This is an optimization exercise on Yosys and OpenROAD, whose aim is small area and a short achievable clock period, not a production implementation.
In this exercise RTL edits were held to simulation tests only and were not proved equivalent to the original.

==> design.v <==
`default_nettype none
package videoPkg;
    typedef logic [12-1:0] pixelT;
    typedef logic [11-1:0] coordT;
endpackage
`default_nettype wire
`default_nettype none
package kernelPkg;
    localparam int SUM_WIDTH = 16;
    localparam int COEFF_WIDTH = 3;
    typedef logic signed [SUM_WIDTH-1:0] sumT;
    typedef logic signed [COEFF_WIDTH-1:0] coeffT;
endpackage
`default_nettype wire
`default_nettype none
module pixelIntake (
    input  logic            iCLK,
    input  logic            iRST,
    input  videoPkg::pixelT iPixel,
    input  logic            iValid,
    input  videoPkg::coordT iX,
    input  videoPkg::coordT iY,
    output videoPkg::pixelT oPixel,
    output logic            oValid,
    output logic            oWindowFull
);
    localparam videoPkg::coordT REACH = videoPkg::coordT'(3 - 1);
    logic windowFull;
    assign windowFull = (iX >= REACH) && (iY >= REACH);
    always_ff @(posedge iCLK or negedge iRST) begin
        if (!iRST) begin
            oValid      <= 1'b0;
            oWindowFull <= 1'b0;
        end else begin
            oValid      <= iValid;
            oWindowFull <= windowFull;
        end
    end
    always_ff @(posedge iCLK) begin
        if (iValid) begin
            oPixel <= iPixel;
        end
    end
endmodule
`default_nettype wire
`default_nettype none
module rowWindow (
    input  logic            iCLK,
    input  logic            iRST,
    input  videoPkg::pixelT iPixel,
    input  logic            iValid,
    output videoPkg::pixelT oTapOld,
    output videoPkg::pixelT oTapMid,
    output videoPkg::pixelT oTapNew,
    output videoPkg::pixelT oNextRow
);
    localparam int PTR_WIDTH = $clog2(16);
    localparam logic [PTR_WIDTH-1:0] LAST = PTR_WIDTH'(16 - 1);
    videoPkg::pixelT lineMem [16];
    logic [PTR_WIDTH-1:0] ptr;
    always_ff @(posedge iCLK) begin
        if (iValid) begin
            oTapOld <= oTapMid;
            oTapMid <= oTapNew;
            oTapNew <= iPixel;
        end
    end
    assign oNextRow = lineMem[ptr];
    always_ff @(posedge iCLK) begin
        if (iValid) begin
            lineMem[ptr] <= iPixel;
        end
    end
    always_ff @(posedge iCLK or negedge iRST) begin
        if (!iRST) begin
            ptr <= '0;
        end else if (iValid) begin
            ptr <= (ptr == LAST) ? '0 : ptr + 1'b1;
        end
    end
endmodule
`default_nettype wire
`default_nettype none
module sobelKernel (
    input  logic            iCLK,
    input  logic            iRST,
    input  logic            iValid,
    input  logic            iWindowFull,
    input  logic            iVertical,
    input  videoPkg::pixelT iTop0,
    input  videoPkg::pixelT iTop1,
    input  videoPkg::pixelT iTop2,
    input  videoPkg::pixelT iMid0,
    input  videoPkg::pixelT iMid1,
    input  videoPkg::pixelT iMid2,
    input  videoPkg::pixelT iBot0,
    input  videoPkg::pixelT iBot1,
    input  videoPkg::pixelT iBot2,
    output videoPkg::pixelT oEdge,
    output logic            oValid
);
    localparam int TAPS = 9;
    localparam kernelPkg::sumT PIX_MAX = kernelPkg::sumT'((1 << 12) - 1);
    videoPkg::pixelT tap   [TAPS];
    kernelPkg::coeffT coeff [TAPS];
    kernelPkg::sumT   sum;
    kernelPkg::sumT   mag;
    videoPkg::pixelT satVal;
    videoPkg::pixelT edgeNext;
    logic validD;
    logic fullD;
    assign tap[0] = iTop0;
    assign tap[1] = iTop1;
    assign tap[2] = iTop2;
    assign tap[3] = iMid0;
    assign tap[4] = iMid1;
    assign tap[5] = iMid2;
    assign tap[6] = iBot0;
    assign tap[7] = iBot1;
    assign tap[8] = iBot2;
    always_comb begin
        if (iVertical) begin
            coeff[0] = -3'sd1;
            coeff[1] = 3'sd0;
            coeff[2] = 3'sd1;
            coeff[3] = -3'sd2;
            coeff[4] = 3'sd0;
            coeff[5] = 3'sd2;
            coeff[6] = -3'sd1;
            coeff[7] = 3'sd0;
            coeff[8] = 3'sd1;
        end else begin
            coeff[0] = -3'sd1;
            coeff[1] = -3'sd2;
            coeff[2] = -3'sd1;
            coeff[3] = 3'sd0;
            coeff[4] = 3'sd0;
            coeff[5] = 3'sd0;
            coeff[6] = 3'sd1;
            coeff[7] = 3'sd2;
            coeff[8] = 3'sd1;
        end
    end
    always_comb begin
        sum = '0;
        for (int i = 0; i < TAPS; i++) begin
            sum = sum + kernelPkg::sumT'(coeff[i]) * kernelPkg::sumT'({1'b0, tap[i]});
        end
    end
    assign mag      = sum[kernelPkg::SUM_WIDTH-1] ? -sum : sum;
    assign satVal   = (mag > PIX_MAX) ? '1 : videoPkg::pixelT'(mag);
    assign edgeNext = fullD ? satVal : '0;
    always_ff @(posedge iCLK or negedge iRST) begin
        if (!iRST) begin
            validD <= 1'b0;
            fullD  <= 1'b0;
            oValid <= 1'b0;
            oEdge  <= '0;
        end else begin
            validD <= iValid;
            if (iValid) begin
                fullD <= iWindowFull;
            end
            oValid <= validD;
            if (validD) begin
                oEdge <= edgeNext;
            end
        end
    end
endmodule
`default_nettype wire
`default_nettype none
module edgeDetector (
    input  logic            iCLK,
    input  logic            iRST,
    input  videoPkg::pixelT iPixel,
    input  logic            iValid,
    input  videoPkg::coordT iX,
    input  videoPkg::coordT iY,
    input  logic            iVertical,
    output videoPkg::pixelT oEdge,
    output logic            oValid
);
    localparam int TOP = 3 - 1;
    localparam int MID = TOP - 1;
    localparam int BOT = 0;
    videoPkg::pixelT rowChain [3+1];
    videoPkg::pixelT tapOld [3];
    videoPkg::pixelT tapMid [3];
    videoPkg::pixelT tapNew [3];
    logic intakeValid;
    logic windowFull;
    pixelIntake uIntake (
        .iCLK        (iCLK),
        .iRST        (iRST),
        .iPixel      (iPixel),
        .iValid      (iValid),
        .iX          (iX),
        .iY          (iY),
        .oPixel      (rowChain[0]),
        .oValid      (intakeValid),
        .oWindowFull (windowFull)
    );
    for (genvar k = 0; k < 3; k++) begin : gRow
        rowWindow uRow (
            .iCLK     (iCLK),
            .iRST     (iRST),
            .iPixel   (rowChain[k]),
            .iValid   (intakeValid),
            .oTapOld  (tapOld[k]),
            .oTapMid  (tapMid[k]),
            .oTapNew  (tapNew[k]),
            .oNextRow (rowChain[k+1])
        );
    end
    sobelKernel uKernel (
        .iCLK        (iCLK),
        .iRST        (iRST),
        .iValid      (intakeValid),
        .iWindowFull (windowFull),
        .iVertical   (iVertical),
        .iTop0       (tapOld[TOP]),
        .iTop1       (tapMid[TOP]),
        .iTop2       (tapNew[TOP]),
        .iMid0       (tapOld[MID]),
        .iMid1       (tapMid[MID]),
        .iMid2       (tapNew[MID]),
        .iBot0       (tapOld[BOT]),
        .iBot1       (tapMid[BOT]),
        .iBot2       (tapNew[BOT]),
        .oEdge       (oEdge),
        .oValid      (oValid)
    );
endmodule
`default_nettype wire
==> run.sh <==
#!/bin/bash
# synth_recipe.tcl (not shown) runs the flow's synth.tcl, then flattens the netlist and writes it again
# the make line also repeats each setting of config.mk as NAME=value (left out here)
make -C /OpenROAD-flow-scripts/flow DESIGN_CONFIG=/design/flow/config.mk WORK_HOME=/design/flow/orfs CLKGATE_MAP_FILE= SYNTH_SCRIPT=/design/flow/synth_recipe.tcl finish
==> config.mk <==
export PLATFORM = sky130hd
export DESIGN_NAME = edgeDetector
export DESIGN_NICKNAME = edgeDetector
export VERILOG_FILES = /design/flow/design.v
export SDC_FILE = /design/flow/constraint.sdc
export NUM_CORES = 4
export LEC_CHECK = 0
export CAP_MARGIN = 20
export CORE_MARGIN = 2
export CORE_UTILIZATION = 40
export SLEW_MARGIN = 20
==> constraint.sdc <==
create_clock -name core_clock -period 9.0 [get_ports {iCLK}]
set_input_delay 1.8000 -clock core_clock [delete_from_list [all_inputs] [get_ports {iCLK}]]
set_output_delay 1.8000 -clock core_clock [all_outputs]
set_load 0.01 [all_outputs]
==> flow_summary_export.csv <==
group,metric,value,unit
yosys,synth_nets,1765,
yosys,syn_area,25700,µm²
die,start_util,40.6,%
worst_setup_path,cp-start-kind,"primary input",
worst_setup_path,slowest_stage,"fa_1",
cts,postCtsHoldBufs,0,
cells_and_area,fin_util,46.1,%
die,coreArea,63300,µm²
yosys,yosys_most_used_dff,"edfxtp_1",
cts,cts_root_buf,"clkbuf_16",
job,maxCapViolCount,0,
worst_setup_path,cpMostUsedCell,"fa_1",
yosys,ys_types,75,
sta,setup_viol,0,
die,dieWidth,258,µm
die,die_h,258,µm
placed_design,dp_hpwl,34.2,mm
sta,max_freq,127,MHz
cts,cts_tree,"done",
placed_design,place.gp.congestion,0.805,
cts,clockBufferDepth,3,
worst_setup_path,critPathKind,"in -> reg",
grt,grt_pass1_vias,13500,
grt,grt_use_total,16.2,%
worst_setup_path,end_kind,"flip-flop",
worst_setup_path,cp_max_fo,33,
cells_and_area,diodes,0,
drt,antenna_left,0,
worst_setup_path,path_delay_family,"adder cells",
hold_path,hold_path.class,"reg -> reg",
worst_setup_path,crit_buf_inv,4,
cells_and_area,layout-drive-gt1-share,18.5,%
worst_setup_path,worst_ep_arrival_time,8.35,ns
drt,drt_iter0_drc,841,
cts,h-tree-depth,2,
cts,cts_buffers,55,
cts,cts_setup_buffers,0,
grt,overflow,0,
placed_design,place_area,27300,µm²
placed_design,port-buffer-count,48,
yosys,yosys_register_bits,529,
sta,period_share,87.3,%
cts,cts_resized,0,
die,row_count,92,
cells_and_area,nets,1837,
cts,clk_pin_slew,0.06,ns
drt,finalWirelength,51.7,mm
sta,hold_violations,0,
worst_setup_path,slowest_delay,0.54,ns
worst_setup_path,cp.required,9.50,ns
yosys,async_reset_ff_share,4.73,%
worst_setup_path,path_cells,"buf_2 > buf_4 > mux2_2 > ha_1 > inv_1 > fa_1 > inv_1 > fa_1 > fa_1 > fa_1 > fa_1 > ha_1 > a211o_2 > o2111a_1 > o21ai_1 > o211ai_1 > o311ai_1 > o41a_1 > nand4_2 > o221ai_1",
drt,drc,0,
drt,routed_via_density,5.06,
cts,clock-sinks,529,
sta,finClkSkew,0.0716,ns
grt,grt_max_degree,55,
die,die_area,66400,µm²
drt,wl_per_cell,20.9,µm
sta,timing.final.max_slew_violations,0,
yosys,synth_edf_count,504,
drt,via_count,12500,
drt,first_pass_iters,5,
yosys,synth_cells,1509,
yosys,yosysSeqAreaShare,61.3,%
cells_and_area,area_delta_synth_final,13.5,%
cts,clock_latency,0.66,ns
yosys,yosys_warnings,10,
sta,relSlewSlack,23.7,%
yosys,syn_avg_cell_area,17.0,µm²
cells_and_area,final_cell_area,29200,µm²
sta,worstMarginPinSlew,1.15,ns
sta,rsz0062_at_grt,"false",
grt,grt_pass1_wl,81.1,mm
sta,fin_tns_setup,0,ns
sta,period_needed,7.85,ns
grt,antenna_found_initial,0,
die,ioPinCount,51,
outcome,status,"no timing/DRC/antenna violations",
## metrics by stage
| stage | setup slack [ns] | hold slack [ns] | cells |
|---|---|---|---|
| floorplan | 0.665 | 0.400 | 1509 |
| global placement | 0.592 | 0.400 | 2368 |
| detailed placement | 0.557 | 0.405 | 2368 |
| CTS | 1.17 | 0.416 | 2471 |
| global route | 0.785 | 0.428 | 2473 |
| finish | 1.15 | 0.417 | 2473 |
## synth_stat cells (all sizes together), types with 3 or more instances
cell    count  area [µm²]
edfxtp    504       15100
inv       208         781
fa        139        2780
mux4      120        2700
nor2       87         327
ha         79         988
clkbuf     37         149
nand2      36         138
and2       35         219
nor2b      29         181
xnor2      28         305
dfrtp      25         626
buf        23         105
nor3       18        95.1
o21ai      16        95.1
a21oi      14        85.1
o221ai     11         159
xor2       10        95.1
nand2b      9        56.3
nor4        9        77.6
mux2        8        90.1
nand4       5        43.8
nor3b       5        37.5
a31oi       4        25.0
nand3       4        20.0
o211ai      4        30.0
or2         4        25.0
a211o       3        27.5
a311oi      3        32.5
and3        3        20.0
## cells by family after synthesis
| kind of cell | count (synthesis) | synth area share, % |
|---|---|---|
| compound gates | 75 | 2.56 |
| xor+xnor | 38 | 1.56 |
| fa+ha+maj | 218 | 14.7 |
| buf+inv | 270 | 4.07 |
| flops | 529 | 61.3 |
| mux | 128 | 10.9 |
| simple gates | 251 | 5.03 |
## worst reg2reg max path, delay by kind of cell (launching register included)
family	cells	cell delay, ns
flops	1	0.47
buf+inv	5	0.29
simple gates	3	0.64
xor+xnor	1	0.38
compound gates	8	1.93
fa+ha+maj	8	3.47
## sequential cells by signal, summed over array words and instances, names as in the netlist
signal,cells
uKernel.validD,1
uKernel.oEdge,12
uKernel.fullD,1
gRow.uRow.lineMem,384
gRow.uRow.oTapNew,36
gRow.uRow.oTapMid,36
gRow.uRow.ptr,8
gRow.uRow.oTapOld,36
uKernel.oValid,1
uIntake.oPixel,12
uIntake.oWindowFull,1
uIntake.oValid,1
## layout make-up
class / count / area [µm²]
Timing Repair Buffer: 76 / 733
Clock inverter: 33 / 370
Fill cell: 5502 / 34100
Clock buffer: 70 / 1520
Multi-Input combinational cell: 710 / 8960
Sequential cell: 529 / 15800
Inverter: 209 / 785
Tap cell: 846 / 1060
## placed cells by master, fill, tap and decap left out, types with 12 or more instances in the layout
| master | n |
|---|---|
| dfrtp_1 | 20 |
| ha_1 | 79 |
| edfxtp_1 | 504 |
| inv_1 | 208 |
| a21oi_1 | 12 |
| mux4_2 | 120 |
| buf_4 | 25 |
| nand2_1 | 35 |
| clkinv_2 | 12 |
| nor3_1 | 12 |
| nor2_1 | 82 |
| clkdlybuf4s50_1 | 46 |
| fa_1 | 139 |
| and2_1 | 35 |
| nor2b_1 | 29 |
| xnor2_1 | 23 |
| clkbuf_16 | 55 |
## final timing paths
kind,from,end,slack (ns),cells after the start
setup / recovery,iVertical,uKernel.oEdge[11]$_DFFE_PN0P_,1.15,20
min in group asynchronous,iRST,gRow[0].uRow.ptr[3]$_DFFE_PN0P_,1.25,1
max in group asynchronous,iRST,gRow[1].uRow.ptr[0]$_DFFE_PN0P_,7.15,1
hold reg to reg,gRow[1].uRow.oTapMid[0]$_DFFE_PP_,gRow[1].uRow.oTapOld[0]$_DFFE_PP_,0.42,0
setup reg to reg,gRow[2].uRow.oTapOld[0]$_DFFE_PP_,uKernel.oEdge[11]$_DFFE_PN0P_,1.71,25
hold / removal,gRow[1].uRow.oTapMid[0]$_DFFE_PP_,gRow[1].uRow.oTapOld[0]$_DFFE_PP_,0.42,0
## metal layers
layer,GRT usage (%),wire [µm],vias up
met5,0,0,-
met4,4.51,1090,0
met3,2.21,1890,76
met2,27.7,26000,217
met1,21.7,22700,6572
li1,-,-,5637

## what the ideal ports hide
How much do the figures lean on ideal ports? The routed layout below was timed once more, with nothing changed but the port constraints.
Step 1 assumes that a clkbuf_16 drives the clock port and a buf_2 every other input.
Step 2 also shifts input and output timing later by t, the mid clock arrival at the registers, as if the neighbouring blocks saw the same clock.
Slacks: ideal ports / drivers / drivers and shift; pairs: ideal ports / drivers.
t (ns): 0.684
slack for setup (ns): 1.145 / 1.184 / 0.500
worst hold slack (ns): 0.417 / 0.417 / 0.417
After both steps setup and hold are still met in this run. For this run, drivers alone change the setup slack by +0.039 ns; drivers and shift together by -0.645 ns.
